Source: an optimization exercise on an open RTL-to-GDS flow (aim: small area). Production flows keep margins and buffers that such runs may drop. At most, simulation tests tie the RTL to the original design; equivalence was not proved. Power is estimated from default activity; no workload was simulated. The clock port is modelled as an ideal driver; clocking choices that lean on that would not hold on a real chip.

## rv32_core
module rv32_core (
    input  logic             clk,
    input  logic             rst,
    output logic [32-1:0] mem_addr,
    input  logic [32-1:0] mem_rd_data,
    output logic [32-1:0] mem_wr_data,
    output logic             mem_wr_ena,
    output logic [32-1:0] pc,
    output logic             instruction_done,
    output logic [31:0]      instructions_completed
);
    logic [4:0] phase;
    logic       rot;
    logic       clr;
    rv32_pkg::instr_class_t instr_class;
    logic [4:0] rs1;
    logic [4:0] rs2;
    logic [4:0] rd;
    logic       imm_bit;
    logic       rd_bit;
    logic       inv_b;
    logic [2:0] funct3;
    logic       a;
    logic       a_add;
    logic       rs2_bit;
    logic       b;
    logic       cin;
    logic       sum;
    logic       cout;
    logic       alu_res;
    logic       lt;
    logic       carry;        
    logic [29:0] ar;          
    logic [31:0] sdr;         
    logic [4:0]  xr;          
    logic        mem_op;      
    logic        store_op;    
    logic        access;
    logic        is_alu;
    logic        is_load;
    logic        is_store;
    logic        is_reg;
    logic        is_shift;
    logic        is_sll;
    logic        is_cmp;
    logic        tap;
    logic [5:0]  qsum;
    logic        mask;
    logic        wbit;
    logic        wr_ena;
    logic [4:0]  wr_addr;
    core_control u_control (
        .clk                    (clk),
        .rst                    (rst),
        .phase                  (phase),
        .rot                    (rot),
        .clr                    (clr),
        .instruction_done       (instruction_done),
        .instructions_completed (instructions_completed)
    );
    instr_decoder u_decoder (
        .instr       (mem_rd_data),
        .phase       (phase),
        .instr_class (instr_class),
        .rs1         (rs1),
        .rs2         (rs2),
        .rd          (rd),
  ...
Settings: LEC_CHECK=0, CAP_MARGIN=20, CORE_MARGIN=2, CORE_UTILIZATION=85, SLEW_MARGIN=20; clock period 10.0 ns.
standard.sh (not shown) runs the stock make flow with config.mk's settings and CLKGATE_MAP_FILE= SYNTH_SCRIPT=/design/flow/synth_recipe.tcl, a recipe that flattens the netlist after the stock synthesis.
==> flow/flow/run.sh <==
#!/bin/bash
# Standard ORFS layout with smaller port buffers and a leaner clock tree.
set -euo pipefail
export BUFFER_PORTS_ARGS="-buffer_cell sky130_fd_sc_hd__buf_1"
export CTS_ARGS="-sink_clustering_enable -repair_clock_nets -buf_list sky130_fd_sc_hd__clkbuf_16 -sink_clustering_size 30 -sink_clustering_max_diameter 80 -sink_buffer_max_cap_derate 0.1 -dont_use_dummy_load"
bash standard.sh > flow_make.log 2>&1
The starting point did not get past detailed placement (3_5_place_dp).
Edit:
==> flow/flow/run.sh (replaced) <==
#!/bin/bash
# Standard ORFS layout with smaller port buffers and a leaner clock tree.
set -euo pipefail
export BUFFER_PORTS_ARGS="-buffer_cell sky130_fd_sc_hd__buf_1"
export CTS_ARGS="-sink_clustering_enable -repair_clock_nets -buf_list sky130_fd_sc_hd__clkbuf_16 -sink_clustering_size 25 -sink_clustering_max_diameter 80 -sink_buffer_max_cap_derate 0.1 -dont_use_dummy_load"
bash standard.sh > flow_make.log 2>&1
--- a/flow/config.mk
+++ b/flow/config.mk
@@ -8,4 +8,4 @@
 export CAP_MARGIN = 20
 export CORE_MARGIN = 2
-export CORE_UTILIZATION = 85
+export CORE_UTILIZATION = 70
 export SLEW_MARGIN = 20
Outcome: This time the run finished but failed the layout checks on antenna violations; area after synthesis stays the same; synthesized cell count stays the same.
Edit:
==> flow/flow/run.sh (replaced) <==
#!/bin/bash
# Standard ORFS layout with smaller port buffers and a leaner clock tree.
set -euo pipefail
export BUFFER_PORTS_ARGS="-buffer_cell sky130_fd_sc_hd__buf_1"
export CTS_ARGS="-sink_clustering_enable -repair_clock_nets -buf_list sky130_fd_sc_hd__clkbuf_16 -sink_clustering_size 30 -sink_clustering_max_diameter 60 -sink_buffer_max_cap_derate 0.1 -dont_use_dummy_load"
bash standard.sh > flow_make.log 2>&1
What happened: The changed run completed with no timing, DRC or antenna violations; final cell count came out lower slightly; core utilization came out lower by 0.30 points; clock-buffer cell count came out lower by 4; register-to-register slack improved by 110 ps.
Function was not checked in any run of this note: the RTL went through the layout flow alone.

---

== run 1 ==
Another version of the RTL of rv32_core (not shown whole).
For scale: ~2100 cells after synthesis, ~1100 flip-flops, roughly 27000 um2 of cells after synthesis.
==> flow/config.mk <==
export PLATFORM = sky130hd
export DESIGN_NAME = rv32_core
export DESIGN_NICKNAME = rv32_core
export VERILOG_FILES = /design/flow/design.v
export SDC_FILE = /design/flow/constraint.sdc
export NUM_CORES = 4
export LEC_CHECK = 0
export ABC_AREA = 1
export CAP_MARGIN = 20
export CORE_MARGIN = 2
export CORE_UTILIZATION = 60
export CTS_BUF_LIST = sky130_fd_sc_hd__clkbuf_2 sky130_fd_sc_hd__clkbuf_4 sky130_fd_sc_hd__clkbuf_8
export CTS_CLUSTER_SIZE = 40
export SLEW_MARGIN = 20
==> flow/constraint.sdc <==
create_clock -name core_clock -period 10.0 [get_ports {clk}]
set_input_delay 2.0000 -clock core_clock [delete_from_list [all_inputs] [get_ports {clk}]]
set_output_delay 2.0000 -clock core_clock [all_outputs]
set_load 0.01 [all_outputs]
run.sh (not shown) runs the stock make flow with config.mk's settings and CLKGATE_MAP_FILE= SYNTH_SCRIPT=/design/flow/synth_recipe.tcl, a recipe that flattens the netlist after the stock synthesis.
Stock flow here: none of the scripts above is used.
For run 2, these inputs were changed with respect to run 1:
Settings: CTS_BUF_LIST no longer set, was sky130_fd_sc_hd__clkbuf_2 sky130_fd_sc_hd__clkbuf_4 sky130_fd_sc_hd__clkbuf_8; CORE_UTILIZATION now 40, was 60; CTS_CLUSTER_SIZE no longer set, was 40; ABC_AREA no longer set, was 1.
Findings:
Changes observed in run 2 relative to run 1: number of tapcells higher; total core area now larger; H-tree depth moved down; synthesized cell count decreased about 10%.
Going from run 1 to run 2, overall die area higher, sequential share of layout area lower, sum of routed wire length over all layers lower.
--- input diff run 2..run 3 ---
Settings: CORE_UTILIZATION: 40 -> 70.
==> flow/flow/run.sh (new file) <==
#!/bin/bash
# Standard ORFS layout with smaller port buffers and a leaner clock tree.
set -euo pipefail
export BUFFER_PORTS_ARGS="-buffer_cell sky130_fd_sc_hd__buf_1"
export CTS_ARGS="-sink_clustering_enable -repair_clock_nets -buf_list {sky130_fd_sc_hd__clkbuf_8 sky130_fd_sc_hd__clkbuf_16} -sink_clustering_size 40 -sink_buffer_max_cap_derate 0.3 -dont_use_dummy_load"
bash standard.sh > flow_make.log 2>&1
==> flow/standard.sh (new file) <==
#!/bin/bash
# synth_recipe.tcl (not shown) runs the flow's synth.tcl, then flattens the netlist and writes it again
# the make line also repeats each setting of config.mk as NAME=value (left out here)
make -C /OpenROAD-flow-scripts/flow DESIGN_CONFIG=/design/flow/config.mk WORK_HOME=/design/flow/orfs CLKGATE_MAP_FILE= SYNTH_SCRIPT=/design/flow/synth_recipe.tcl "${@:-finish}"
removed: flow/run.sh
### Flow results
Summary of run 3 over run 2: total iterations of the first detailed-routing run up 1, global-route usage up 14 points.
Min global placement routability congestion across run 3 and run 2: run 2
Per the comparison of run 3 with run 2, fraction of area in multi-input gates has increased; clock skew has increased; count of non-filler cells in the finished layout has decreased.
Of the two candidates, run 2 has the worse die area and run 3 the better one.
Per the comparison of run 3 with run 2, via count of the first global-routing pass saw an increase, worst hold slack across all endpoints saw a decrease.
Compared with run 2, run 3 shows power per standard cell area that has gone down by a few percent.
> inputs changed (run 3 -> run 4)
==> flow/flow/run.sh <==
#!/bin/bash
# Standard ORFS layout with smaller port buffers and a leaner clock tree.
set -euo pipefail
export BUFFER_PORTS_ARGS="-buffer_cell sky130_fd_sc_hd__buf_1"
export CTS_ARGS="-sink_clustering_enable -repair_clock_nets -buf_list sky130_fd_sc_hd__clkbuf_16 -sink_clustering_size 30 -sink_clustering_max_diameter 80 -sink_buffer_max_cap_derate 0.1 -dont_use_dummy_load"
bash standard.sh > flow_make.log 2>&1
--- outcome ---
- In run 4 relative to run 3, maximum achievable frequency had gone up slightly.
- Post-route standard cell area excluding fillers for run 4 is lower than for run 3.
- Run 4 against run 3: first-pass GRT wire length decreased 2300 um, sequential group share of total power climbed 7.7 points, fraction of the mapped netlist area in simple logic gates now sits at about the same level, proportion of power drawn by combinational gates grew by 0.3 points.

==> separate check: timing with driven ports <==
Ports are ideal in the flow. The routed layouts listed here were re-timed in OpenROAD.
Step 1: set_driving_cell puts a clkbuf_16 on clk and a buf_2 on each other input, an assumption about the parent block.
Step 2 moves the port delays by t, midway between the first and last clock arrival at a register: inputs arrive t later, outputs are due t later. That takes back most of the time a late clock gives input paths.
Three values: ideal ports, drivers, drivers and shift; two values: the first two.
| run | shift t [ns] | setup slack, ns | hold slack, ns | worst setup path at the end | worst data-port slew with drivers (ns) |
|---|---|---|---|---|---|
| the second run of note 1 | 0.662 | 4.597 / 4.629 / 3.967 | 0.294 / 0.294 / 0.294 | input to register | 0.10 |
| the third run of note 1 | 0.635 | 4.640 / 4.632 / 3.996 | 0.257 / 0.257 / 0.257 | input to register | 0.11 |
| run 1 | 0.800 | 4.407 / 4.352 / 4.374 | 0.299 / 0.299 / 0.299 | input to register | 0.09 |
| run 2 | 0.680 | 3.863 / 3.806 / 4.109 | 0.294 / 0.294 / 0.294 | input to register | 0.12 |
| run 3 | 0.783 | 4.104 / 4.050 / 4.470 | 0.272 / 0.272 / 0.272 | input to register | 0.07 |
| run 4 | 0.651 | 4.205 / 4.146 / 4.430 | 0.289 / 0.289 / 0.289 | input to register | 0.06 |
For the third run of note 1, which loses most, drivers alone change the setup slack by -0.008 ns; drivers and shift together by -0.644 ns.
